From an optimization exercise on the open Yosys and OpenROAD flow, aimed at small area, a short achievable clock period and few clock cycles per item; shortcuts taken in it are not production practice. RTL that was checked went through simulation tests only; none was proved equivalent to the original. The RTL of run 1 was laid out without a check of its function.

==> flow/design.v, too long to show whole: its modules and the start of the top module <==
// module esc_mul: 1853 lines
// module esc_mulf: 829 lines
// module esc_div: 96 lines
// module env_sensor_compensation_unit: 552 lines
module env_sensor_compensation_unit #(
	parameter int QUEUE_DEPTH = esc_pkg::QUEUE_DEPTH_DEF
) (
	input  logic                           clk,
	input  logic                           arst_n,
	input  logic                           s_tvalid,
	output logic                           s_tready,
	input  logic [esc_pkg::IN_DATA_W-1:0]  s_tdata,
	output logic                           m_tvalid,
	input  logic                           m_tready,
	output logic [esc_pkg::OUT_DATA_W-1:0] m_tdata,
	input  logic                           cfg_we,
	input  logic [esc_pkg::CFG_IDX_W-1:0]  cfg_index,
	input  logic [esc_pkg::CFG_DATA_W-1:0] cfg_wdata
);
  // ...
==> flow/run.sh <==
#!/bin/bash
# synth_recipe.tcl (not shown) runs the flow's synth.tcl, then flattens the netlist and writes it again
# the make line also repeats each setting of config.mk as NAME=value (left out here)
make -C /OpenROAD-flow-scripts/flow DESIGN_CONFIG=/design/flow/config.mk WORK_HOME=/design/flow/orfs CLKGATE_MAP_FILE= SYNTH_SCRIPT=/design/flow/synth_recipe.tcl finish
==> flow/config.mk <==
export PLATFORM = sky130hd
export DESIGN_NAME = env_sensor_compensation_unit
export DESIGN_NICKNAME = env_sensor_compensation_unit
export VERILOG_FILES = /design/flow/design.v
export SDC_FILE = /design/flow/constraint.sdc
export NUM_CORES = 8
export LEC_CHECK = 0
export ABC_AREA = 0
export ABC_CLOCK_PERIOD_IN_PS = 4000
export CAP_MARGIN = 20
export CORE_MARGIN = 2
export CORE_UTILIZATION = 25
export SETUP_SLACK_MARGIN = 5
export SLEW_MARGIN = 20
==> flow/constraint.sdc <==
create_clock -name core_clock -period 12.5 [get_ports {clk}]
set_input_delay 2.5000 -clock core_clock [delete_from_list [all_inputs] [get_ports {clk}]]
set_output_delay 2.5000 -clock core_clock [all_outputs]
set_load 0.01 [all_outputs]
==> impl_metrics.prom, run 1 <==
# TYPE chip_impl_metric gauge
chip_impl_metric{name="largest_fanout_on_the_critical_path",unit=""} 54
chip_impl_metric{name="global_route.usage.met1",unit="%"} 25.0
chip_impl_metric{name="top_level_ports",unit=""} 194
chip_impl_info{name="timing.critical_path.to_type",value="flip-flop"} 1
chip_impl_metric{name="post-route-util",unit="%"} 28.3
chip_impl_info{name="synth_ff_type",value="sky130_fd_sc_hd__edfxtp_1"} 1
chip_impl_metric{name="number_of_iterations_in_the_first_detailed_routing_pass",unit=""} 13
chip_impl_metric{name="max_slew.worst_pin.slew",unit="ps"} 1320
chip_impl_metric{name="row_count",unit=""} 271
chip_impl_metric{name="crit_cells",unit=""} 19
chip_impl_metric{name="dieHeight",unit="um"} 742
chip_impl_info{name="synth_commonest_cells",value="sky130_fd_sc_hd__edfxtp_1 (1,272), sky130_fd_sc_hd__nand2_1 (1,053), sky130_fd_sc_hd__inv_1 (953)"} 1
chip_impl_metric{name="grt_use_met3",unit="%"} 5.02
chip_impl_metric{name="average_via_count_per_standard_cell",unit=""} 5.35
chip_impl_info{name="grt_setup_unrepaired",value="no"} 1
chip_impl_metric{name="initial_standard_cell_utilization_of_the_core",unit="%"} 25.0
chip_impl_metric{name="sequential_share_of_the_synthesized_area",unit="%"} 38.4
chip_impl_metric{name="finalClockSkew",unit="ps"} 123
chip_impl_metric{name="r2r.worst_path.cells",unit=""} 19
chip_impl_metric{name="grt_util_met2",unit="%"} 29.1
chip_impl_info{name="layout_commonest_cell",value="sky130_fd_sc_hd__edfxtp_1"} 1
chip_impl_metric{name="nonClockInverterCount",unit=""} 959
chip_impl_metric{name="place.detailed.instances",unit=""} 20200
chip_impl_metric{name="route.antenna.remaining_nets",unit=""} 0
chip_impl_metric{name="fillerInstances",unit=""} 56200
chip_impl_metric{name="regToRegSetupSlack",unit="ps"} 5850
chip_impl_metric{name="wl_met3",unit="mm"} 63.4
chip_impl_info{name="mostFrequentLayoutCells",value="sky130_fd_sc_hd__edfxtp_1 (1,272), sky130_fd_sc_hd__nand2_1 (1,053), sky130_fd_sc_hd__inv_1 (948), sky130_fd_sc_hd__a22oi_1 (897), sky130_fd_sc_hd__xnor2_1 (781)"} 1
chip_impl_metric{name="setup_tns",unit="ps"} 0
chip_impl_metric{name="areaGrowthSynthToFinish",unit="%"} 13.0
chip_impl_metric{name="max-slew-margin-rel",unit="%"} 12.2
chip_impl_info{name="run_status",value="finished clean"} 1
chip_impl_metric{name="postSynthCellCount",unit=""} 13400
==> module esc_div, before the edit <==
module esc_div (
	input  logic        clk,
	input  logic        arst_n,
	input  logic        load,
	input  logic [63:0] num,
	input  logic [30:0] x1,
	output logic        done,
	output logic [63:0] zq,
	output logic        qcin,
	output logic        pv
);
	logic [63:0] z_q;
	logic [29:0] r_q;
	logic [30:0] dx_q;
	logic [29:0] msk_q;    
	logic        sn_q, sx_q;
	logic [6:0]  cnt_q;
	logic [30:0] dxl;
	logic [29:0] dmsk;
	always_comb begin
		dxl = x1 ^ {31{x1[30]}};
		dmsk[29] = ~dxl[30];
		for (int i = 28; i >= 0; i--) dmsk[i] = dmsk[i+1] & ~dxl[i+1];
	end
	logic [15:0] zt;       
	logic [32:0] v, nd1, nd2, cs_s, cs_c;
	logic [32:0] t1, t2, t3;
	logic [29:0] rn;
	logic [1:0]  qd;
	logic        sk16, sk8, ci;
	always_comb begin
		ci  = ~sx_q;
		zt  = z_q[63:48] ^ {16{sn_q}};
		v   = {1'b0, r_q, zt[15:14]};
		nd1 = ~{2'b0, dx_q};             
		nd2 = ~{1'b0, dx_q, sx_q};       
		t1  = v + nd1 + {32'b0, ci};
		t2  = v + nd2 + {32'b0, ci};
		cs_s = v ^ nd1 ^ nd2;
		cs_c = (v & nd1) | (v & nd2) | (nd1 & nd2);
		t3  = cs_s + {cs_c[31:0], ci} + {32'b0, ci};
		if (!t3[32])      begin qd = 2'd3; rn = t3[29:0]; end
		else if (!t2[32]) begin qd = 2'd2; rn = t2[29:0]; end
		else if (!t1[32]) begin qd = 2'd1; rn = t1[29:0]; end
		else              begin qd = 2'd0; rn = v[29:0];  end
		sk16 = (r_q[29:14] == 16'd0) && (({r_q[13:0], zt} & msk_q) == 30'd0) && (cnt_q >= 7'd16);
		sk8  = (r_q[29:22] == 8'd0) && (({r_q[21:0], zt[15:8]} & msk_q) == 30'd0) && (cnt_q >= 7'd8);
	end
	always_ff @(posedge clk or negedge arst_n) begin
		if (!arst_n) begin
			cnt_q <= '0;
		end else if (load) begin
			cnt_q <= 7'd64;
		end else if (cnt_q != 7'd0) begin
			if (sk16)     cnt_q <= cnt_q - 7'd16;
			else if (sk8) cnt_q <= cnt_q - 7'd8;
			else          cnt_q <= cnt_q - 7'd2;
		end
	end
	always_ff @(posedge clk) begin
		if (load) begin
			z_q  <= num;
			r_q  <= '0;
			dx_q <= x1 ^ {31{x1[30]}};
			msk_q <= dmsk;
			sn_q <= num[63];
			sx_q <= x1[30];
		end else if (cnt_q != 7'd0) begin
			if (sk16) begin
				r_q <= {r_q[13:0], zt};
				z_q <= {z_q[47:0], {16{sn_q}}};
			end else if (sk8) begin
				r_q <= {r_q[21:0], zt[15:8]};
				z_q <= {z_q[55:0], {8{sn_q}}};
			end else begin
				r_q <= rn;
				z_q <= {z_q[61:0], qd ^ {2{sn_q}}};
			end
		end
	end
	logic [30:0] ra, cy;
	logic        eq1, inc;
	always_comb begin
		ra = {1'b0, r_q};
		cy[0] = 1'b0;
		cy[1] = ra[0];
		for (int i = 2; i < 31; i++) cy[i] = ra[i-1] & ~dx_q[i-1];
		eq1 = (dx_q[0] == ~ra[0]);
		for (int i = 1; i < 31; i++) eq1 = eq1 & ((ra[i] ^ dx_q[i]) == cy[i]);
		inc = sn_q && (sx_q ? (ra == dx_q) : eq1);
	end
	assign done = (cnt_q == 7'd0);
	assign zq   = z_q ^ {64{sx_q}};
	assign qcin = (sn_q ^ sx_q) ? ~inc : inc;
	assign pv   = sx_q || (dx_q != 31'd0);
endmodule
==> inputs of run 2 (changes only) <==
--- a/flow/design.v
+++ b/flow/design.v
@@ -2723,94 +2723,100 @@
 	output logic [63:0] zq,
 	output logic        qcin,
 	output logic        pv
 );
 	logic [63:0] z_q;
 	logic [29:0] r_q;
 	logic [30:0] dx_q;
 	logic [29:0] msk_q;    
-	logic        sn_q, sx_q;
+	logic [32:0] n3_q;     
+	logic        sn_q, sx_q, fix_q;
 	logic [6:0]  cnt_q;
 	logic [30:0] dxl;
 	logic [29:0] dmsk;
 	always_comb begin
 		dxl = x1 ^ {31{x1[30]}};
 		dmsk[29] = ~dxl[30];
 		for (int i = 28; i >= 0; i--) dmsk[i] = dmsk[i+1] & ~dxl[i+1];
 	end
 	logic [15:0] zt;       
-	logic [32:0] v, nd1, nd2, cs_s, cs_c;
+	logic [32:0] v, nd1, nd2;
 	logic [32:0] t1, t2, t3;
 	logic [29:0] rn;
 	logic [1:0]  qd;
 	logic        sk16, sk8, ci;
 	always_comb begin
 		ci  = ~sx_q;
-		zt  = z_q[63:48] ^ {16{sn_q}};
+		zt  = z_q[63:48];
 		v   = {1'b0, r_q, zt[15:14]};
 		nd1 = ~{2'b0, dx_q};             
 		nd2 = ~{1'b0, dx_q, sx_q};       
 		t1  = v + nd1 + {32'b0, ci};
 		t2  = v + nd2 + {32'b0, ci};
-		cs_s = v ^ nd1 ^ nd2;
-		cs_c = (v & nd1) | (v & nd2) | (nd1 & nd2);
-		t3  = cs_s + {cs_c[31:0], ci} + {32'b0, ci};
+		t3  = v + n3_q;
 		if (!t3[32])      begin qd = 2'd3; rn = t3[29:0]; end
 		else if (!t2[32]) begin qd = 2'd2; rn = t2[29:0]; end
 		else if (!t1[32]) begin qd = 2'd1; rn = t1[29:0]; end
 		else              begin qd = 2'd0; rn = v[29:0];  end
 		sk16 = (r_q[29:14] == 16'd0) && (({r_q[13:0], zt} & msk_q) == 30'd0) && (cnt_q >= 7'd16);
 		sk8  = (r_q[29:22] == 8'd0) && (({r_q[21:0], zt[15:8]} & msk_q) == 30'd0) && (cnt_q >= 7'd8);
 	end
 	always_ff @(posedge clk or negedge arst_n) begin
 		if (!arst_n) begin
 			cnt_q <= '0;
+			fix_q <= 1'b0;
 		end else if (load) begin
 			cnt_q <= 7'd64;
+			fix_q <= 1'b1;
+		end else if (fix_q) begin
+			fix_q <= 1'b0;
 		end else if (cnt_q != 7'd0) begin
 			if (sk16)     cnt_q <= cnt_q - 7'd16;
 			else if (sk8) cnt_q <= cnt_q - 7'd8;
 			else          cnt_q <= cnt_q - 7'd2;
 		end
 	end
 	always_ff @(posedge clk) begin
 		if (load) begin
-			z_q  <= num;
-			r_q  <= '0;
-			dx_q <= x1 ^ {31{x1[30]}};
+			z_q   <= num;
+			r_q   <= '0;
+			dx_q  <= dxl;
 			msk_q <= dmsk;
-			sn_q <= num[63];
-			sx_q <= x1[30];
+			n3_q  <= ~{2'b0, dxl} + ~{1'b0, dxl, x1[30]} + {31'b0, ~x1[30], 1'b0};
+			sn_q  <= num[63];
+			sx_q  <= x1[30];
+		end else if (fix_q) begin
+			z_q <= z_q ^ {64{sn_q}};
 		end else if (cnt_q != 7'd0) begin
 			if (sk16) begin
 				r_q <= {r_q[13:0], zt};
-				z_q <= {z_q[47:0], {16{sn_q}}};
+				z_q <= {z_q[47:0], 16'b0};
 			end else if (sk8) begin
 				r_q <= {r_q[21:0], zt[15:8]};
-				z_q <= {z_q[55:0], {8{sn_q}}};
+				z_q <= {z_q[55:0], 8'b0};
 			end else begin
 				r_q <= rn;
-				z_q <= {z_q[61:0], qd ^ {2{sn_q}}};
+				z_q <= {z_q[61:0], qd};
 			end
 		end
 	end
 	logic [30:0] ra, cy;
 	logic        eq1, inc;
 	always_comb begin
 		ra = {1'b0, r_q};
 		cy[0] = 1'b0;
 		cy[1] = ra[0];
 		for (int i = 2; i < 31; i++) cy[i] = ra[i-1] & ~dx_q[i-1];
 		eq1 = (dx_q[0] == ~ra[0]);
 		for (int i = 1; i < 31; i++) eq1 = eq1 & ((ra[i] ^ dx_q[i]) == cy[i]);
 		inc = sn_q && (sx_q ? (ra == dx_q) : eq1);
 	end
-	assign done = (cnt_q == 7'd0);
-	assign zq   = z_q ^ {64{sx_q}};
+	assign done = (cnt_q == 7'd0) && !fix_q;
+	assign zq   = z_q ^ {64{sn_q ^ sx_q}};
 	assign qcin = (sn_q ^ sx_q) ? ~inc : inc;
 	assign pv   = sx_q || (dx_q != 31'd0);
 endmodule
 `timescale 1ns / 1ps
 module env_sensor_compensation_unit #(
 	parameter int QUEUE_DEPTH = esc_pkg::QUEUE_DEPTH_DEF
 ) (
 	input  logic                           clk,
@@ -2907,54 +2913,61 @@
 	logic [0:0] u_th3, r_th3;
 	logic [0:0] u_hh0, r_hh0;
 	logic [0:0] u_hh1, r_hh1;
 	logic [0:0] u_hh2, r_hh2;
 	logic [2:0] u_sk1, r_sk1;
 	logic [2:0] u_sk2, r_sk2;
 	logic [2:0] u_sk3, r_sk3;
 	logic [2:0] u_sk4, r_sk4;
+	logic [2:0] u_skoff1, r_skoff1;
+	logic [2:0] u_skoff2, r_skoff2;
+	logic [2:0] u_skoff3, r_skoff3;
+	logic [2:0] u_skoff4, r_skoff4;
 	logic [4:0] rom_addr;
 	always_comb begin
-		r_fv = '0; r_fasel = '0; r_fbsel = '0; r_fsh = '0; r_fsub = '0; r_fxsel = '0; r_facc = '0; r_fdest = '0; r_pv = '0; r_pasel = '0; r_pbsel = '0; r_psh = '0; r_psub = '0; r_pxsel = '0; r_pacc = '0; r_pdest = '0; r_pssel = '0; r_pcsel = '0; r_divld = '0; r_divpar = '0; r_wpb = '0; r_wcc = '0; r_wnb = '0; r_wpq = '0; r_wc9 = '0; r_qn = '0; r_qnoff = '0; r_qnpar = '0; r_tfw = '0; r_prw = '0; r_prwoff = '0; r_prwpar = '0; r_th0 = '0; r_th1 = '0; r_th2 = '0; r_th3 = '0; r_hh0 = '0; r_hh1 = '0; r_hh2 = '0; r_sk1 = '0; r_sk2 = '0; r_sk3 = '0; r_sk4 = '0;
+		r_fv = '0; r_fasel = '0; r_fbsel = '0; r_fsh = '0; r_fsub = '0; r_fxsel = '0; r_facc = '0; r_fdest = '0; r_pv = '0; r_pasel = '0; r_pbsel = '0; r_psh = '0; r_psub = '0; r_pxsel = '0; r_pacc = '0; r_pdest = '0; r_pssel = '0; r_pcsel = '0; r_divld = '0; r_divpar = '0; r_wpb = '0; r_wcc = '0; r_wnb = '0; r_wpq = '0; r_wc9 = '0; r_qn = '0; r_qnoff = '0; r_qnpar = '0; r_tfw = '0; r_prw = '0; r_prwoff = '0; r_prwpar = '0; r_th0 = '0; r_th1 = '0; r_th2 = '0; r_th3 = '0; r_hh0 = '0; r_hh1 = '0; r_hh2 = '0; r_sk1 = '0; r_sk2 = '0; r_sk3 = '0; r_sk4 = '0; r_skoff1 = '0; r_skoff2 = '0; r_skoff3 = '0; r_skoff4 = '0;
 		case (rom_addr)
-			5'd0: begin r_fv = 1; r_fasel = 7; r_fbsel = 10; r_fdest = 2; r_pv = 1; r_pasel = 8; r_pbsel = 8; r_pdest = 2; r_wc9 = 1; r_sk4 = 7; end
-			5'd1: begin r_fv = 1; r_fasel = 1; r_fbsel = 1; r_fdest = 5; r_pv = 1; r_pasel = 1; r_pbsel = 4; r_pxsel = 3; r_pdest = 6; r_wcc = 1; r_prw = 1; r_prwoff = 5; r_prwpar = 1; r_sk3 = 7; end
-			5'd2: begin r_fv = 1; r_fdest = 4; r_pv = 1; r_pasel = 3; r_pbsel = 5; r_psh = 1; r_pxsel = 1; r_pacc = 1; r_pdest = 6; r_wcc = 1; r_sk2 = 7; end
-			5'd3: begin r_fv = 1; r_fasel = 8; r_fbsel = 11; r_fdest = 2; r_pv = 1; r_pasel = 9; r_pbsel = 9; r_pdest = 3; r_sk1 = 7; r_sk4 = 5; end
-			5'd4: begin r_pv = 1; r_pasel = 10; r_pbsel = 9; r_psh = 2; r_pxsel = 1; r_pacc = 1; r_pdest = 3; r_sk3 = 5; r_sk4 = 5; end
-			5'd5: begin r_fv = 1; r_fasel = 2; r_fbsel = 2; r_fdest = 5; r_pv = 1; r_pasel = 11; r_pbsel = 10; r_pdest = 5; r_sk2 = 5; r_sk3 = 5; r_sk4 = 6; end
-			5'd6: begin r_fv = 1; r_fasel = 5; r_fbsel = 8; r_fxsel = 4; r_fdest = 3; r_pv = 1; r_pasel = 11; r_pbsel = 11; r_psh = 1; r_pxsel = 1; r_pacc = 1; r_pdest = 5; r_sk1 = 5; r_sk2 = 5; r_sk3 = 6; r_sk4 = 6; end
-			5'd7: begin r_pv = 1; r_pasel = 11; r_pbsel = 12; r_psh = 2; r_pxsel = 1; r_pacc = 1; r_pdest = 5; r_sk1 = 5; r_sk2 = 6; r_sk3 = 6; end
-			5'd8: begin r_pv = 1; r_pasel = 11; r_pbsel = 13; r_psh = 3; r_pxsel = 1; r_pacc = 1; r_pdest = 5; r_sk1 = 6; r_sk2 = 6; r_sk4 = 3; end
-			5'd9: begin r_pv = 1; r_pasel = 12; r_pbsel = 10; r_psh = 2; r_pxsel = 1; r_pacc = 1; r_pdest = 5; r_sk1 = 6; r_sk3 = 3; end
-			5'd10: begin r_pv = 1; r_pasel = 12; r_pbsel = 11; r_psh = 3; r_pxsel = 1; r_pacc = 1; r_pdest = 5; r_sk2 = 3; end
-			5'd11: begin r_pv = 1; r_pasel = 4; r_pbsel = 6; r_pdest = 2; r_hh0 = 1; r_hh1 = 1; r_hh2 = 1; r_sk1 = 3; r_sk4 = 2; end
-			5'd12: begin r_pv = 1; r_pasel = 5; r_pbsel = 6; r_psh = 2; r_pxsel = 1; r_pacc = 1; r_pdest = 2; r_sk3 = 2; end
-			5'd13: begin r_tfw = 1; r_th0 = 1; r_th1 = 1; r_th2 = 1; r_th3 = 1; r_sk2 = 2; end
-			5'd14: begin r_fv = 1; r_fasel = 3; r_fbsel = 4; r_fdest = 2; r_wpb = 1; r_pv = 1; r_pdest = 6; r_sk1 = 2; end
-			5'd15: begin r_pv = 1; r_pbsel = 1; r_psh = 1; r_pxsel = 1; r_pacc = 1; r_pdest = 6; r_sk4 = 4; end
-			5'd16: begin r_fv = 1; r_fasel = 3; r_fbsel = 5; r_fxsel = 2; r_fdest = 4; r_pv = 1; r_pxsel = 4; r_pdest = 3; r_pssel = 2; r_pcsel = 2; r_sk3 = 4; end
-			5'd17: begin r_fv = 1; r_fasel = 6; r_fbsel = 9; r_fdest = 1; r_pv = 1; r_pdest = 4; r_wpq = 1; r_pssel = 1; r_pcsel = 1; r_qn = 1; r_qnoff = 3; r_qnpar = 1; r_sk2 = 4; end
-			5'd18: begin r_pv = 1; r_pasel = 6; r_pbsel = 7; r_divld = 1; r_divpar = 1; r_sk1 = 4; r_sk4 = 1; end
+			5'd0: begin r_fv = 1; r_fasel = 7; r_fbsel = 10; r_fdest = 2; r_pv = 1; r_pasel = 8; r_pbsel = 8; r_pdest = 1; r_wc9 = 1; end
+			5'd1: begin r_fv = 1; r_fasel = 1; r_fbsel = 1; r_fdest = 5; r_pv = 1; r_pasel = 1; r_pbsel = 4; r_pxsel = 3; r_pdest = 3; r_wcc = 1; r_prw = 1; r_prwoff = 5; r_prwpar = 1; r_skoff4 = 4; r_sk4 = 7; end
+			5'd2: begin r_fv = 1; r_fdest = 4; r_pv = 1; r_pasel = 3; r_pbsel = 5; r_psh = 1; r_pxsel = 1; r_pacc = 1; r_pdest = 3; r_wcc = 1; r_skoff3 = 4; r_sk3 = 7; end
+			5'd3: begin r_fv = 1; r_fasel = 8; r_fbsel = 11; r_fdest = 2; r_skoff2 = 4; r_sk2 = 7; end
+			5'd4: begin r_fv = 1; r_fasel = 2; r_fbsel = 2; r_fdest = 5; r_pv = 1; r_pasel = 9; r_pbsel = 9; r_pdest = 5; r_skoff1 = 4; r_sk1 = 7; r_skoff4 = 4; r_sk4 = 5; end
+			5'd5: begin r_pv = 1; r_pasel = 10; r_pbsel = 9; r_psh = 2; r_pxsel = 1; r_pacc = 1; r_pdest = 5; r_skoff3 = 4; r_sk3 = 5; r_skoff4 = 4; r_sk4 = 5; end
+			5'd6: begin r_pv = 1; r_pasel = 11; r_pbsel = 10; r_pdest = 6; r_skoff2 = 4; r_sk2 = 5; r_skoff3 = 4; r_sk3 = 5; r_skoff4 = 4; r_sk4 = 6; end
+			5'd7: begin r_fv = 1; r_fasel = 5; r_fbsel = 8; r_fxsel = 4; r_fdest = 1; r_pv = 1; r_pasel = 11; r_pbsel = 11; r_psh = 1; r_pxsel = 1; r_pacc = 1; r_pdest = 6; r_hh0 = 1; r_hh1 = 1; r_hh2 = 1; r_skoff1 = 4; r_sk1 = 5; r_skoff2 = 4; r_sk2 = 5; r_skoff3 = 4; r_sk3 = 6; r_skoff4 = 4; r_sk4 = 6; end
+			5'd8: begin r_pv = 1; r_pasel = 11; r_pbsel = 12; r_psh = 2; r_pxsel = 1; r_pacc = 1; r_pdest = 6; r_skoff1 = 4; r_sk1 = 5; r_skoff2 = 4; r_sk2 = 6; r_skoff3 = 4; r_sk3 = 6; end
+			5'd9: begin r_pv = 1; r_pasel = 11; r_pbsel = 13; r_psh = 3; r_pxsel = 1; r_pacc = 1; r_pdest = 6; r_skoff1 = 4; r_sk1 = 6; r_skoff2 = 4; r_sk2 = 6; r_skoff4 = 1; r_sk4 = 3; end
+			5'd10: begin r_pv = 1; r_pasel = 12; r_pbsel = 10; r_psh = 2; r_pxsel = 1; r_pacc = 1; r_pdest = 6; r_skoff1 = 4; r_sk1 = 6; r_skoff3 = 1; r_sk3 = 3; end
+			5'd11: begin r_pv = 1; r_pasel = 12; r_pbsel = 11; r_psh = 3; r_pxsel = 1; r_pacc = 1; r_pdest = 6; r_skoff2 = 1; r_sk2 = 3; r_sk4 = 2; end
+			5'd12: begin r_pv = 1; r_pasel = 4; r_pbsel = 6; r_pdest = 1; r_tfw = 1; r_th0 = 1; r_th1 = 1; r_th2 = 1; r_th3 = 1; r_skoff1 = 1; r_sk1 = 3; r_sk3 = 2; end
+			5'd13: begin r_pv = 1; r_pasel = 5; r_pbsel = 6; r_psh = 2; r_pxsel = 1; r_pacc = 1; r_pdest = 1; r_sk2 = 2; end
+			5'd14: begin r_fv = 1; r_fasel = 3; r_fbsel = 5; r_fxsel = 2; r_fdest = 4; r_pv = 1; r_pdest = 3; r_sk1 = 2; end
+			5'd15: begin r_pv = 1; r_pbsel = 1; r_psh = 1; r_pxsel = 1; r_pacc = 1; r_pdest = 3; r_skoff4 = 1; r_sk4 = 4; end
+			5'd16: begin r_fv = 1; r_fasel = 3; r_fbsel = 4; r_fdest = 2; r_wpb = 1; r_pv = 1; r_pxsel = 4; r_pdest = 5; r_pssel = 2; r_pcsel = 2; r_skoff3 = 1; r_sk3 = 4; end
+			5'd17: begin r_fv = 1; r_fasel = 6; r_fbsel = 9; r_fdest = 1; r_pv = 1; r_pdest = 2; r_wpq = 1; r_pssel = 1; r_pcsel = 1; r_qn = 1; r_qnoff = 3; r_qnpar = 1; r_skoff2 = 1; r_sk2 = 4; end
+			5'd18: begin r_pv = 1; r_pasel = 6; r_pbsel = 7; r_divld = 1; r_divpar = 1; r_skoff1 = 1; r_sk1 = 4; r_sk4 = 1; end
 			5'd19: begin r_pv = 1; r_pasel = 7; r_pbsel = 7; r_psh = 2; r_pxsel = 1; r_pacc = 1; r_divld = 1; r_divpar = 1; r_sk3 = 1; end
-			5'd20: begin r_fv = 1; r_fasel = 3; r_fbsel = 3; r_fsub = 1; r_fxsel = 1; r_fdest = 6; r_pv = 1; r_pasel = 1; r_pbsel = 2; r_psub = 1; r_pxsel = 2; r_pdest = 1; r_wnb = 1; r_sk2 = 1; end
-			5'd21: begin r_fv = 1; r_fasel = 4; r_fbsel = 6; r_fdest = 3; r_pv = 1; r_pasel = 2; r_pbsel = 3; r_psh = 1; r_psub = 1; r_pxsel = 1; r_pacc = 1; r_pdest = 1; r_wnb = 1; r_sk1 = 1; end
+			5'd20: begin r_fv = 1; r_fasel = 3; r_fbsel = 3; r_fsub = 1; r_fxsel = 1; r_fdest = 6; r_pv = 1; r_pasel = 1; r_pbsel = 2; r_psub = 1; r_pxsel = 2; r_pdest = 4; r_wnb = 1; r_sk2 = 1; end
+			5'd21: begin r_fv = 1; r_fasel = 4; r_fbsel = 6; r_fdest = 3; r_pv = 1; r_pasel = 2; r_pbsel = 3; r_psh = 1; r_psub = 1; r_pxsel = 1; r_pacc = 1; r_pdest = 4; r_wnb = 1; r_sk1 = 1; end
 			5'd22: begin r_fv = 1; r_fasel = 4; r_fbsel = 7; r_fsh = 1; r_fxsel = 3; r_facc = 1; r_fdest = 3; end
 			default: ;
 		endcase
 	end
 	always_ff @(posedge clk) begin
-		u_fv <= r_fv; u_fasel <= r_fasel; u_fbsel <= r_fbsel; u_fsh <= r_fsh; u_fsub <= r_fsub; u_fxsel <= r_fxsel; u_facc <= r_facc; u_fdest <= r_fdest; u_pv <= r_pv; u_pasel <= r_pasel; u_pbsel <= r_pbsel; u_psh <= r_psh; u_psub <= r_psub; u_pxsel <= r_pxsel; u_pacc <= r_pacc; u_pdest <= r_pdest; u_pssel <= r_pssel; u_pcsel <= r_pcsel; u_divld <= r_divld; u_divpar <= r_divpar; u_wpb <= r_wpb; u_wcc <= r_wcc; u_wnb <= r_wnb; u_wpq <= r_wpq; u_wc9 <= r_wc9; u_qn <= r_qn; u_qnoff <= r_qnoff; u_qnpar <= r_qnpar; u_tfw <= r_tfw; u_prw <= r_prw; u_prwoff <= r_prwoff; u_prwpar <= r_prwpar; u_th0 <= r_th0; u_th1 <= r_th1; u_th2 <= r_th2; u_th3 <= r_th3; u_hh0 <= r_hh0; u_hh1 <= r_hh1; u_hh2 <= r_hh2; u_sk1 <= r_sk1; u_sk2 <= r_sk2; u_sk3 <= r_sk3; u_sk4 <= r_sk4;
+		u_fv <= r_fv; u_fasel <= r_fasel; u_fbsel <= r_fbsel; u_fsh <= r_fsh; u_fsub <= r_fsub; u_fxsel <= r_fxsel; u_facc <= r_facc; u_fdest <= r_fdest; u_pv <= r_pv; u_pasel <= r_pasel; u_pbsel <= r_pbsel; u_psh <= r_psh; u_psub <= r_psub; u_pxsel <= r_pxsel; u_pacc <= r_pacc; u_pdest <= r_pdest; u_pssel <= r_pssel; u_pcsel <= r_pcsel; u_divld <= r_divld; u_divpar <= r_divpar; u_wpb <= r_wpb; u_wcc <= r_wcc; u_wnb <= r_wnb; u_wpq <= r_wpq; u_wc9 <= r_wc9; u_qn <= r_qn; u_qnoff <= r_qnoff; u_qnpar <= r_qnpar; u_tfw <= r_tfw; u_prw <= r_prw; u_prwoff <= r_prwoff; u_prwpar <= r_prwpar; u_th0 <= r_th0; u_th1 <= r_th1; u_th2 <= r_th2; u_th3 <= r_th3; u_hh0 <= r_hh0; u_hh1 <= r_hh1; u_hh2 <= r_hh2; u_sk1 <= r_sk1; u_sk2 <= r_sk2; u_sk3 <= r_sk3; u_sk4 <= r_sk4; u_skoff1 <= r_skoff1; u_skoff2 <= r_skoff2; u_skoff3 <= r_skoff3; u_skoff4 <= r_skoff4;
 	end
 	logic c_pb17, c_a18, c_c53, c_nb53, c_qv32, c_c953, c_pq53;
 	logic [7:0] cv;
 	assign cv = {c_pq53, c_c953, c_qv32, c_nb53, c_c53, c_a18, c_pb17, 1'b0};
 	logic sk1, sk2, sk3, sk4;
-	assign sk1 = cv[u_sk1]; assign sk2 = cv[u_sk2]; assign sk3 = cv[u_sk3]; assign sk4 = cv[u_sk4];
+	assign sk1 = (u_sk1 != 3'd0) && (cv[u_sk1] || !vq[u_skoff1]);
+	assign sk2 = (u_sk2 != 3'd0) && (cv[u_sk2] || !vq[u_skoff2]);
+	assign sk3 = (u_sk3 != 3'd0) && (cv[u_sk3] || !vq[u_skoff3]);
+	assign sk4 = (u_sk4 != 3'd0) && (cv[u_sk4] || !vq[u_skoff4]);
 	always_comb begin
 		if (sk1 && sk2 && sk3 && sk4) step_n = step_q + 5'd5;
 		else if (sk1 && sk2 && sk3) step_n = step_q + 5'd4;
 		else if (sk1 && sk2) step_n = step_q + 5'd3;
 		else if (sk1)        step_n = step_q + 5'd2;
 		else                 step_n = step_q + 5'd1;
 	end
 	logic body_end;
@@ -2993,37 +3006,37 @@
 				end
 			end
 		end
 	end
 	assign s_tready = rdy_q;
 	logic [16:0] in_t;
 	logic [17:0] kx_q, kx_c;       
 	logic signed [22:0] nbk_q, nbk_c;   
-	assign kx_c  = ~{h4, 6'b0};
-	assign nbk_c = ~(23'($signed({p4, 4'b0})));
+	assign kx_c  = ~{h4, 6'b0} + 18'd2;
+	assign nbk_c = ~(23'($signed({p4, 4'b0}))) + 23'd1048578;
 	always_ff @(posedge clk) begin
 		if (rdy_q && s_tvalid) begin
 			in_t  <= s_tdata[39:23];
-			kx_q  <= {2'b0, s_tdata[55:40]} + kx_c + 18'd2;
-			nbk_q <= nbk_c + {3'b111, ~s_tdata[19:0]} + 23'd1048578;
+			kx_q  <= {2'b0, s_tdata[55:40]} + kx_c;
+			nbk_q <= nbk_c + {3'b111, ~s_tdata[19:0]};
 		end
 	end
 	logic [31:0] gF0_q;    
 	logic [27:0] gF1_q;    
 	logic [21:0] gF2_q;    
 	logic [20:0] gF3_q;    
 	logic [19:0] gF4_q;    
 	logic [16:0] gF5_q;    
 	logic [63:0] gP0_q;    
 	logic [63:0] gP1_q;    
-	logic [55:0] gP2_q;    
+	logic [63:0] gP2_q;    
 	logic [63:0] gP3_q;    
-	logic [38:0] gP4_q;    
-	logic [63:0] gP5_q;    
+	logic [55:0] gP4_q;    
+	logic [38:0] gP5_q;    
 	logic signed [21:0] tf_q;
 	logic signed [17:0] e1;
 	logic signed [16:0] dt;
 	logic signed [22:0] hvb, av;
 	logic [63:0] nbi;
 	assign dt  = $signed({1'b0, in_t[16:1]}) - $signed({1'b0, t1});
 	assign e1  = {dt, in_t[0]};    
 	assign hvb = 23'(tf_q) - 23'sd76800;
@@ -3037,17 +3050,17 @@
 	always_comb begin
 		case (u_fasel)
 			4'd0: fopa = 25'($signed(e1));  
 			4'd1: fopa = 25'($signed(dt));  
 			4'd2: fopa = 25'($signed(gF4_q[19:0]));  
 			4'd3: fopa = 25'($signed(hvb));  
 			4'd4: fopa = 25'($signed(gF3_q[20:0]));  
 			4'd5: fopa = {3'b0, ~gF2_q[21:21], gF2_q[20:0]};  
-			4'd6: fopa = 25'($signed(gF2_q[21:4]));  
+			4'd6: fopa = 25'($signed(gF0_q[31:14]));  
 			4'd7: fopa = 25'($signed(gF0_q[31:15]));  
 			4'd8: fopa = gF1_q[27:3];  
 			default: fopa = '0;
 		endcase
 		case (u_fbsel)
 			4'd0: fopb = 18'($signed(t2));  
 			4'd1: fopb = 18'($signed(dt));  
 			4'd2: fopb = 18'($signed(t3));  
@@ -3085,28 +3098,32 @@
 			fbtwo_q[i] <= (fopb[2*i+1] & ~fopb[2*i] & ~((i == 0) ? 1'b0 : fopb[2*i-1]))
 				| (~fopb[2*i+1] & fopb[2*i] & ((i == 0) ? 1'b0 : fopb[2*i-1]));
 		end
 		facc1_q <= u_facc[0]; fsub1_q <= u_fsub[0]; fsh1_q <= u_fsh;
 		fxsel1_q <= u_fxsel; fdest1_q <= u_fdest;
 		facc2_q <= facc1_q; fsub2_q <= fsub1_q; fsh2_q <= fsh1_q;
 		fxsel2_q <= fxsel1_q; fdest2_q <= fdest1_q; fdest3_q <= fdest2_q;
 	end
+	logic [31:0] fys1, fyc1;
+	always_comb begin
+		case (fsh1_q)
+			2'd1:    begin fys1 = {fmul_s[15:0], 16'b0}; fyc1 = {fmul_c[15:0], 16'b0}; end
+			default: begin fys1 = fmul_s; fyc1 = fmul_c; end
+		endcase
+		if (fsub1_q) begin fys1 = ~fys1; fyc1 = ~fyc1; end
+	end
 	esc_mulf u_mulf (.a(fa_q), .bneg(fbneg_q), .bone(fbone_q), .btwo(fbtwo_q), .s(fmul_s), .c(fmul_c));
 	always_ff @(posedge clk) begin
-		fs_q <= fmul_s;
-		fc_q <= fmul_c;
+		fs_q <= fys1;
+		fc_q <= fyc1;
 	end
 	logic [31:0] fys, fyc, fxv, fxs, fxc, fk_s, fk_c, fk_c1, fm_c;
 	always_comb begin
-		case (fsh2_q)
-			default: begin fys = fs_q; fyc = fc_q; end
-			2'd1: begin fys = {fs_q[15:0], 16'b0}; fyc = {fc_q[15:0], 16'b0}; end
-		endcase
-		if (fsub2_q) begin fys = ~fys; fyc = ~fyc; end
+		fys = fs_q; fyc = fc_q;
 		case (fxsel2_q)
 			3'd0: fxv = 32'(32'd0);  
 			3'd1: fxv = 32'({kx_q, 14'b0});  
 			3'd2: fxv = 32'(32'd1 << 26);  
 			3'd3: fxv = 32'(32'd0);  
 			3'd4: fxv = 32'(32'd1 << 13);  
 			default: fxv = '0;
 		endcase
@@ -3130,45 +3147,45 @@
 		if (fv2_q && fdest2_q == 3'd6) gF5_q <= fr[31:15];
 	end
 	logic [52:0] popa, pa_q;
 	logic [17:0] popb;
 	logic [8:0]  pbneg_q, pbone_q, pbtwo_q;
 	always_comb begin
 		case (u_pasel)
 			4'd0: popa = 53'($signed(av));  
-			4'd1: popa = {7'b0, gP5_q[45:0]};  
+			4'd1: popa = {7'b0, gP2_q[45:0]};  
 			4'd2: popa = 53'($signed({av, 1'b0}));  
 			4'd3: popa = 53'($signed({av, 4'b0}));  
-			4'd4: popa = (c_c53 ? gP5_q[60:8] : {21'b0, gP5_q[39:8]});  
-			4'd5: popa = 53'($signed(gP5_q[63:40]));  
-			4'd6: popa = (c_nb53 ? gP0_q[52:0] : {21'b0, gP0_q[31:0]});  
-			4'd7: popa = 53'($signed(gP0_q[63:32]));  
-			4'd8: popa = 53'($signed(gP3_q[63:13]));  
-			4'd9: popa = (c_pq53 ? gP3_q[52:0] : {21'b0, gP3_q[31:0]});  
-			4'd10: popa = {21'b0, gP3_q[63:32]};  
-			4'd11: popa = (c_c953 ? gP1_q[52:0] : {21'b0, gP1_q[31:0]});  
-			4'd12: popa = {21'b0, gP1_q[63:32]};  
+			4'd4: popa = (c_c53 ? gP2_q[60:8] : {21'b0, gP2_q[39:8]});  
+			4'd5: popa = 53'($signed(gP2_q[63:40]));  
+			4'd6: popa = (c_nb53 ? gP3_q[52:0] : {21'b0, gP3_q[31:0]});  
+			4'd7: popa = 53'($signed(gP3_q[63:32]));  
+			4'd8: popa = 53'($signed(gP1_q[63:13]));  
+			4'd9: popa = (c_pq53 ? gP1_q[52:0] : {21'b0, gP1_q[31:0]});  
+			4'd10: popa = {21'b0, gP1_q[63:32]};  
+			4'd11: popa = (c_c953 ? gP0_q[52:0] : {21'b0, gP0_q[31:0]});  
+			4'd12: popa = {21'b0, gP0_q[63:32]};  
 			default: popa = '0;
 		endcase
 		case (u_pbsel)
 			4'd0: popb = {c_a18 ? av[17:16] : 2'b00, av[15:0]};  
 			4'd1: popb = 18'($signed(av[22:16]));  
 			4'd2: popb = 18'($signed(p6));  
 			4'd3: popb = 18'($signed(p5));  
 			4'd4: popb = 18'($signed(p3));  
 			4'd5: popb = 18'($signed(p2));  
 			4'd6: popb = {2'b0, p1};  
 			4'd7: popb = 18'd3125;  
 			4'd8: popb = 18'($signed(p9));  
 			4'd9: popb = 18'($signed(p8));  
-			4'd10: popb = {2'b0, gP3_q[28:13]};  
-			4'd11: popb = {{2{c_qv32 & gP3_q[44:44]}}, gP3_q[44:29]};  
-			4'd12: popb = {2'b0, gP3_q[60:45]};  
-			4'd13: popb = {2'b0, {13{gP3_q[63:63]}}, gP3_q[63:61]};  
+			4'd10: popb = {2'b0, gP1_q[28:13]};  
+			4'd11: popb = {{2{c_qv32 & gP1_q[44:44]}}, gP1_q[44:29]};  
+			4'd12: popb = {2'b0, gP1_q[60:45]};  
+			4'd13: popb = {2'b0, {13{gP1_q[63:63]}}, gP1_q[63:61]};  
 			default: popb = '0;
 		endcase
 	end
 	logic [63:0] pmul_s, pmul_c, ps_q, pc_q, ps2_q, pc2_q, pr, pacc_q;
 	logic pv1_q, pv2_q, pv3_q, pacc1_q, pacc2_q, psub1_q, psub2_q;
 	logic [1:0] psh1_q, psh2_q;
 	logic [2:0] pxsel1_q, pxsel2_q;
 	logic [2:0] pdest1_q, pdest2_q, pdest3_q;
@@ -3199,22 +3216,22 @@
 		divld1_q <= u_divld[0]; divld2_q <= divld1_q; divld3_q <= divld2_q;
 		divp1_q <= par_q ^ u_divpar[0]; divp2_q <= divp1_q; divp3_q <= divp2_q;
 		cin2_q <= qn1_q & qcin;
 	end
 	esc_mul u_mulp (.a(pa_q), .bneg(pbneg_q), .bone(pbone_q), .btwo(pbtwo_q), .s(pmul_s), .c(pmul_c));
 	always_ff @(posedge clk) begin
 		case (pssel1_q)
 			2'd1:    ps_q <= zq;
-			2'd2:    ps_q <= 64'($signed(gP2_q[55:11]));
+			2'd2:    ps_q <= 64'($signed(gP4_q[55:11]));
 			default: ps_q <= pmul_s;
 		endcase
 		case (pcsel1_q)
 			2'd1:    pc_q <= '0;
-			2'd2:    pc_q <= 64'($signed(gP4_q[38:0]));
+			2'd2:    pc_q <= 64'($signed(gP5_q[38:0]));
 			default: pc_q <= pmul_c;
 		endcase
 	end
 	logic [63:0] pys, pyc, pxv, pxs, pxc, pk_s, pk_c, pk_c1, pm_c;
 	always_comb begin
 		case (psh2_q)
 			default: begin pys = ps_q; pyc = pc_q; end
 			2'd1: begin pys = {ps_q[47:0], 16'b0}; pyc = {pc_q[47:0], 16'b0}; end
@@ -3222,17 +3239,17 @@
 			2'd3: begin pys = {ps_q[15:0], 48'b0}; pyc = {pc_q[15:0], 48'b0}; end
 		endcase
 		if (psub2_q) begin pys = ~pys; pyc = ~pyc; end
 		case (pxsel2_q)
 			3'd0: pxv = 64'(64'd0);  
 			3'd1: pxv = 64'(64'd0);  
 			3'd2: pxv = 64'(nbi);  
 			3'd3: pxv = 64'(64'd1 << 55);  
-			3'd4: pxv = 64'(gP3_q[63:0]);  
+			3'd4: pxv = 64'(gP1_q[63:0]);  
 			default: pxv = '0;
 		endcase
 		pxs = pacc2_q ? ps2_q : pxv;
 		pxc = pacc2_q ? pc2_q : '0;
 		pk_s = pys ^ pyc ^ pxs;
 		pk_c = (pys & pyc) | (pys & pxs) | (pyc & pxs);
 		pk_c1 = {pk_c[62:0], psub2_q};
 		pm_c = (pk_s & pk_c1) | (pk_s & pxc) | (pk_c1 & pxc);
@@ -3240,63 +3257,65 @@
 	always_ff @(posedge clk) begin
 		ps2_q <= pk_s ^ pk_c1 ^ pxc;
 		pc2_q <= {pm_c[62:0], psub2_q | cin2_q};
 	end
 	assign pr = ps2_q + pc2_q;
 	always_ff @(posedge clk) begin
 		if (pv3_q && pdest3_q == 3'd1) gP0_q <= pr[63:0];
 		if (pv3_q && pdest3_q == 3'd2) gP1_q <= pr[63:0];
-		if (pv3_q && pdest3_q == 3'd3) gP2_q <= pr[63:8];
+		if (pv3_q && pdest3_q == 3'd3) gP2_q <= pr[63:0];
 		if (pv3_q && pdest3_q == 3'd4) gP3_q <= pr[63:0];
-		if (pv3_q && pdest3_q == 3'd5) gP4_q <= pr[63:25];
-		if (pv3_q && pdest3_q == 3'd6) gP5_q <= pr[63:0];
+		if (pv3_q && pdest3_q == 3'd5) gP4_q <= pr[63:8];
+		if (pv3_q && pdest3_q == 3'd6) gP5_q <= pr[63:25];
 	end
 	logic signed [21:0] tf_n;
 	logic signed [22:0] av_n;
+	always_ff @(posedge clk) begin
+		c_pb17 <= (gF1_q[27:22] == {6{gF1_q[22:22]}});    
+	end
 	assign tf_n = 22'($signed(gF3_q[20:0])) + 22'($signed(gF4_q[19:2]));
 	assign av_n = 23'(tf_n) - 23'sd128000;
 	logic fwpb1_q, fwpb2_q, pwcc1_q, pwcc2_q, pwcc3_q, pwnb1_q, pwnb2_q, pwnb3_q, pwpq1_q, pwpq2_q, pwpq3_q, pwc91_q, pwc92_q, pwc93_q;
 	always_ff @(posedge clk) begin
 		if (adv && u_tfw[0]) begin
 			tf_q  <= tf_n;
 			c_a18 <= (av_n[22:17] == {6{av_n[17]}});
 		end
 		fwpb1_q <= u_wpb[0]; fwpb2_q <= fwpb1_q;
 		pwcc1_q <= u_wcc[0]; pwcc2_q <= pwcc1_q; pwcc3_q <= pwcc2_q;
 		pwnb1_q <= u_wnb[0]; pwnb2_q <= pwnb1_q; pwnb3_q <= pwnb2_q;
 		pwpq1_q <= u_wpq[0]; pwpq2_q <= pwpq1_q; pwpq3_q <= pwpq2_q;
 		pwc91_q <= u_wc9[0]; pwc92_q <= pwc91_q; pwc93_q <= pwc92_q;
-		if (fv2_q && fwpb2_q) c_pb17 <= (fr[31:26] == {6{fr[26]}});
 		if (pv3_q && pwcc3_q) c_c53 <= (pr[63:60] == {4{pr[60]}});
 		if (pv3_q && pwnb3_q) c_nb53 <= (pr[63:52] == {12{pr[52]}});
 		if (pv3_q && pwpq3_q) begin
 			c_qv32 <= (pr[63:44] == {20{pr[44]}});
 			c_pq53 <= (pr[63:52] == {12{pr[52]}});
 		end
 		if (pv3_q && pwc93_q) c_c953 <= (pr[63:52] == {12{pr[52]}});
 	end
 	logic [1:0] pvk_q;
 	esc_div u_div0 (
 		.clk    (clk),
 		.arst_n (arst_n),
 		.load   (pv3_q && divld3_q && divp3_q == 1'b0),
 		.num    (pr),
-		.x1     (gP1_q[63:33]),
+		.x1     (gP0_q[63:33]),
 		.done   (div_done[0]),
 		.zq     (zq0),
 		.qcin   (qcin0),
 		.pv     (dpv0)
 	);
 	esc_div u_div1 (
 		.clk    (clk),
 		.arst_n (arst_n),
 		.load   (pv3_q && divld3_q && divp3_q == 1'b1),
 		.num    (pr),
-		.x1     (gP1_q[63:33]),
+		.x1     (gP0_q[63:33]),
 		.done   (div_done[1]),
 		.zq     (zq1),
 		.qcin   (qcin1),
 		.pv     (dpv1)
 	);
 	assign zq   = qnp1_q ? zq1 : zq0;
 	assign qcin = qnp1_q ? qcin1 : qcin0;
 	always_ff @(posedge clk) begin
@@ -3322,17 +3341,17 @@
 	assign hv = gF0_q[31:0] - 32'($signed(gF1_q[27:0]));
 	always_comb begin
 		if (hv[31])                   hum_c = 17'd0;
 		else if (hv > 32'd419430400)  hum_c = 17'd102400;
 		else                          hum_c = hv[28:12];
 	end
 	logic [56:0] pres_r;
 	logic [31:0] pres_sat;
-	assign pres_r = 57'($signed(gP2_q[55:0])) + 57'($signed({p7, 4'b0}));
+	assign pres_r = 57'($signed(gP4_q[55:0])) + 57'($signed({p7, 4'b0}));
 	always_comb begin
 		if (pres_r[56])             pres_sat = 32'd0;
 		else if (|pres_r[55:32])    pres_sat = 32'hFFFFFFFF;
 		else                        pres_sat = pres_r[31:0];
 	end
 	always_ff @(posedge clk) begin
 		if (adv && u_th0[0]) th0_q <= temp_sat;
 		if (adv && u_th1[0]) th1_q <= th0_q;
==> run 2 against run 1 <==
  * Highest routed layer unchanged
  * Critical path depth shrank 1
  * Global-route usage grew 0.23 points
  * Critical path type unchanged
==> impl_metrics.prom, run 2 <==
# TYPE chip_impl_metric gauge
chip_impl_metric{name="max_cap_violations",unit=""} 0
chip_impl_info{name="grt_setup_unrepaired",value="no"} 1
chip_impl_info{name="regToRegStartpoint",value="cal_v[3]$_DFFE_PN0P_"} 1
chip_impl_metric{name="postCtsSetupBuffers",unit=""} 0
chip_impl_metric{name="ff_latch_area",unit="um^2"} 54600
chip_impl_metric{name="largest_fanout_on_the_critical_path",unit=""} 27
chip_impl_metric{name="initial_standard_cell_utilization_of_the_core",unit="%"} 25.1
chip_impl_metric{name="timing_max_transition_violations_final",unit=""} 0
chip_impl_metric{name="design.core.area",unit="um^2"} 560000
chip_impl_metric{name="cts_hold_repair.buffers",unit=""} 0
chip_impl_metric{name="post_synth_num_cell_types",unit=""} 113
chip_impl_metric{name="cts.clk_slew.worst_paths",unit="ps"} 60
chip_impl_info{name="run_status",value="finished clean"} 1
chip_impl_metric{name="count_of_flip_flops_with_a_built_in_enable_after_synthesis",unit=""} 1337
chip_impl_info{name="critical_path.endpoint",value="o_pres[28]$_SDFFCE_PP0P_"} 1
chip_impl_info{name="critical_path_class",value="reg2reg"} 1
chip_impl_info{name="ys_top_cells_by_area",value="sky130_fd_sc_hd__edfxtp_1 (29%), sky130_fd_sc_hd__dfxtp_1 (9.5%), sky130_fd_sc_hd__fa_1 (9.4%)"} 1
chip_impl_metric{name="sequential_share_of_the_synthesized_area",unit="%"} 38.8
chip_impl_metric{name="setup_viol_count_final",unit=""} 0
chip_impl_metric{name="postSynthCellCount",unit=""} 14000
chip_impl_info{name="crit_path_frequent_cell",value="sky130_fd_sc_hd__a21oi_1"} 1
chip_impl_metric{name="areaGrowthSynthToFinish",unit="%"} 13.1
chip_impl_metric{name="synthArstFlopShare",unit="%"} 2.01
chip_impl_metric{name="final_min_period_over_clock_period",unit="%"} 50.7
chip_impl_metric{name="average_via_count_per_standard_cell",unit=""} 5.34
chip_impl_metric{name="crit_cells",unit=""} 18
chip_impl_info{name="synth_area_leader_cell",value="sky130_fd_sc_hd__edfxtp_1"} 1
chip_impl_info{name="timing.critical_path.to_type",value="flip-flop"} 1
chip_impl_metric{name="finalClockSkew",unit="ps"} 123
chip_impl_metric{name="grt_antenna_before_repair",unit=""} 85
chip_impl_metric{name="clock_latency",unit="ps"} 980
chip_impl_metric{name="vias_after_detailed_routing",unit=""} 115000
chip_impl_metric{name="place.detailed.instances",unit=""} 21000
chip_impl_metric{name="worst-endpoint-required",unit="ps"} 13060
chip_impl_metric{name="shortest_clock_period_the_worst_path_allows_after_layout",unit="ps"} 6330
chip_impl_metric{name="yosysWarnings",unit=""} 2
chip_impl_metric{name="drt-total-wl",unit="mm"} 580
chip_impl_metric{name="row_count",unit=""} 275
chip_impl_info{name="cp-startpoint",value="cal_v[3]$_DFFE_PN0P_"} 1
chip_impl_metric{name="cts.sink_count",unit=""} 2041
chip_impl_metric{name="setup_tns",unit="ps"} 0
chip_impl_metric{name="gp_congestion",unit=""} 0.977
chip_impl_metric{name="cts-buffers-inserted",unit=""} 221
chip_impl_info{name="synth_commonest_cells",value="sky130_fd_sc_hd__edfxtp_1 (1,337), sky130_fd_sc_hd__nand2_1 (1,273), sky130_fd_sc_hd__inv_1 (971)"} 1
chip_impl_metric{name="die_x",unit="um"} 753
chip_impl_metric{name="max-slew-margin-rel",unit="%"} 14.1
chip_impl_info{name="worstSetupStartpointType",value="flip-flop"} 1
chip_impl_info{name="timing.critical_path.cells",value="buf_4, and2_1, ha_1, inv_1, fa_1, nor2b_1, o31a_1, o21ai_1, a2111oi_2, o211ai_1, a21oi_1, mux2i_1, nor4_1, nand4_1, nor4b_1, nand2_1, nor2_4, a21oi_1"} 1
chip_impl_metric{name="dieArea",unit="um^2"} 568000
chip_impl_metric{name="regToRegSetupSlack",unit="ps"} 6170
chip_impl_metric{name="fillerInstances",unit=""} 58600
chip_impl_info{name="timing.critical_path.max_delay_family",value="simple AND/OR/NAND/NOR gates"} 1
chip_impl_metric{name="dieHeight",unit="um"} 753
chip_impl_metric{name="hpwlAfterDp",unit="mm"} 419
chip_impl_info{name="mostFrequentLayoutCells",value="sky130_fd_sc_hd__edfxtp_1 (1,337), sky130_fd_sc_hd__nand2_1 (1,268), sky130_fd_sc_hd__inv_1 (968), sky130_fd_sc_hd__a22oi_1 (870), sky130_fd_sc_hd__xnor2_1 (855)"} 1
chip_impl_metric{name="critical_path_max_stage_delay",unit="ps"} 830
chip_impl_metric{name="summed_instance_area_of_the_synthesized_netlist",unit="um^2"} 140000
chip_impl_metric{name="grt_start_max_net_pins",unit=""} 108
chip_impl_metric{name="multi_input_comb_area",unit="um^2"} 79300
chip_impl_metric{name="final-hold-violation-count",unit=""} 0
chip_impl_info{name="cts_tree",value="done"} 1
chip_impl_info{name="critical-path-slowest-cell",value="sky130_fd_sc_hd__a2111oi_2"} 1
chip_impl_metric{name="grt-ovfl-total",unit=""} 0
chip_impl_metric{name="yosysTopAreaCellShare",unit="%"} 28.6
chip_impl_metric{name="route.antenna.remaining_nets",unit=""} 0
chip_impl_metric{name="final_cells",unit=""} 21500
chip_impl_metric{name="number_of_iterations_in_the_first_detailed_routing_pass",unit=""} 12
chip_impl_info{name="r2r_end",value="o_pres[28]$_SDFFCE_PP0P_"} 1
chip_impl_metric{name="io_buffers",unit=""} 184
chip_impl_metric{name="timing.fmax",unit="MHz"} 158
chip_impl_metric{name="ys_ff_latch",unit=""} 2041
chip_impl_metric{name="drc",unit=""} 0
chip_impl_metric{name="drtIter0Drc",unit=""} 16300
chip_impl_info{name="min_path_type",value="reg2reg"} 1
chip_impl_metric{name="max_slew.worst_pin.slew",unit="ps"} 1280
chip_impl_metric{name="top_level_ports",unit=""} 194
chip_impl_metric{name="post_route_cells_drive_above_1_share",unit="%"} 6.61
chip_impl_metric{name="avgSynthCellArea",unit="um^2"} 10.0
chip_impl_metric{name="wire_per_inst",unit="um"} 27.0
chip_impl_metric{name="path_buf_inv",unit=""} 2
chip_impl_metric{name="grt_pass1_vias",unit=""} 108000
chip_impl_metric{name="cts_resized",unit=""} 0
chip_impl_metric{name="cts.path.max_buffers",unit=""} 4
chip_impl_metric{name="r2r.worst_path.cells",unit=""} 18
chip_impl_info{name="synth_most_common_cell",value="sky130_fd_sc_hd__edfxtp_1"} 1
chip_impl_metric{name="htree_num_levels",unit=""} 4
chip_impl_metric{name="grt_usage",unit="%"} 19.5
chip_impl_info{name="synth_ff_type",value="sky130_fd_sc_hd__edfxtp_1"} 1
chip_impl_metric{name="worstPathArrival",unit="ps"} 6900
chip_impl_info{name="clock-root-buffer",value="sky130_fd_sc_hd__clkbuf_16"} 1
chip_impl_metric{name="grt_pass1_wl",unit="mm"} 815
chip_impl_metric{name="whs",unit="ps"} 271
chip_impl_metric{name="final_net_count",unit=""} 15300
chip_impl_info{name="layout_commonest_cell",value="sky130_fd_sc_hd__edfxtp_1"} 1
chip_impl_info{name="hp-start",value="pdest2_q[0]$_DFF_P_"} 1
-- run 2: metal layers --
metal  track usage, %  vias up  part of all wire, %
li1                 -    49700                    -
met1             25.3    56800                   39
met2             29.9     6907                   44
met3             4.19     1363                   10
met4             11.2       18                  7.0
met5                0        -                0.021
-- run 2: how the worst min path moves through the flow --
stage | slack, ps | cells past startpoint | endpoint
floorplan | 310 | 0 | divld2_q$_DFF_P_
global placement | 310 | 0 | pwcc3_q$_DFF_P_
detailed placement | 310 | 0 | pdest1_q[0]$_DFF_P_
CTS | 290 | 0 | pdest3_q[0]$_DFF_P_
global route | 290 | 0 | pdest3_q[0]$_DFF_P_
finish | 270 | 0 | pdest3_q[0]$_DFF_P_
-- run 2: area by class of cell --
class	instances	area share, %
Tap cell	7479	5.89
Sequential cell	2041	34.3
Inverter	979	2.32
Multi-Input combinational cell	10000	49.9
Clock inverter	127	0.859
Clock buffer	289	3.92
Timing Repair Buffer	496	2.64
Antenna cell	58	0.0914
-- run 2: worst register-to-register path, cell delays in order (launching register included) --
cell and delay (ps):
sky130_fd_sc_hd__dfrtp_1 340, sky130_fd_sc_hd__buf_4 240, sky130_fd_sc_hd__and2_1 180, sky130_fd_sc_hd__ha_1 180
sky130_fd_sc_hd__inv_1 70, sky130_fd_sc_hd__fa_1 430, sky130_fd_sc_hd__nor2b_1 160, sky130_fd_sc_hd__o31a_1 200
sky130_fd_sc_hd__o21ai_1 310, sky130_fd_sc_hd__a2111oi_2 840, sky130_fd_sc_hd__o211ai_1 410, sky130_fd_sc_hd__a21oi_1 310
sky130_fd_sc_hd__mux2i_1 120, sky130_fd_sc_hd__nor4_1 270, sky130_fd_sc_hd__nand4_1 150, sky130_fd_sc_hd__nor4b_1 390
sky130_fd_sc_hd__nand2_1 330, sky130_fd_sc_hd__nor2_4 800, sky130_fd_sc_hd__a21oi_1 210
-- run 2: cell families (layout without fill, tap and decap cells) --
family | Yosys count | in the layout | share of synthesized area (%)
compound gates | 3654 | 3654 | 17.8
xor+xnor | 1655 | 1655 | 10.3
fa+ha+maj | 1420 | 1420 | 16.2
buf+inv | 1911 | 1891 | 5.19
flops | 2041 | 2041 | 38.8
mux | 198 | 198 | 1.50
other cells | 1 | 64 | 0.00267
simple gates | 3105 | 3105 | 10.2
-- run 2: through the flow --
step | util (%) | area [um^2] | setup WS (ps)
3_5_place_dp | 27.0 | 151000 | 6310
6_report | 28.4 | 159000 | 6170
5_1_grt | 28.3 | 159000 | 5920
3_3_place_gp | 27.0 | 151000 | 6340
4_1_cts | 28.3 | 159000 | 6330
2_1_floorplan | - | 140000 | 7090
Testbench counts of run 2, summed over its fixed seeds: cycles 11,375, items 768.

-- static timing again, ports no longer ideal --
Ports are ideal in the flow. The routed layouts listed here were re-timed in OpenROAD. Step 1 (the two cells are an assumption about what drives the block):
set clk [get_ports {clk}]
set_driving_cell -lib_cell sky130_fd_sc_hd__clkbuf_16 $clk
set_driving_cell -lib_cell sky130_fd_sc_hd__buf_2 [delete_from_list [all_inputs] $clk]
Step 2 adds t to the input delays and takes it off the output delays; t is the mean of the earliest and latest rising clock arrival at the registers after step 1. Input paths then give back, and output paths get back, about the clock's delay inside the block. a / b / c = ideal / step 1 / step 2; a / b = the first two.
run	t, ns	setup slack, ns	latest minus earliest clock arrival (ns)
run 1	1.010	5.848 / 5.848 / 5.848	0.123 / 0.123
run 2	1.006	6.169 / 6.169 / 6.169	0.127 / 0.126
After both steps every run listed still meets setup and hold.
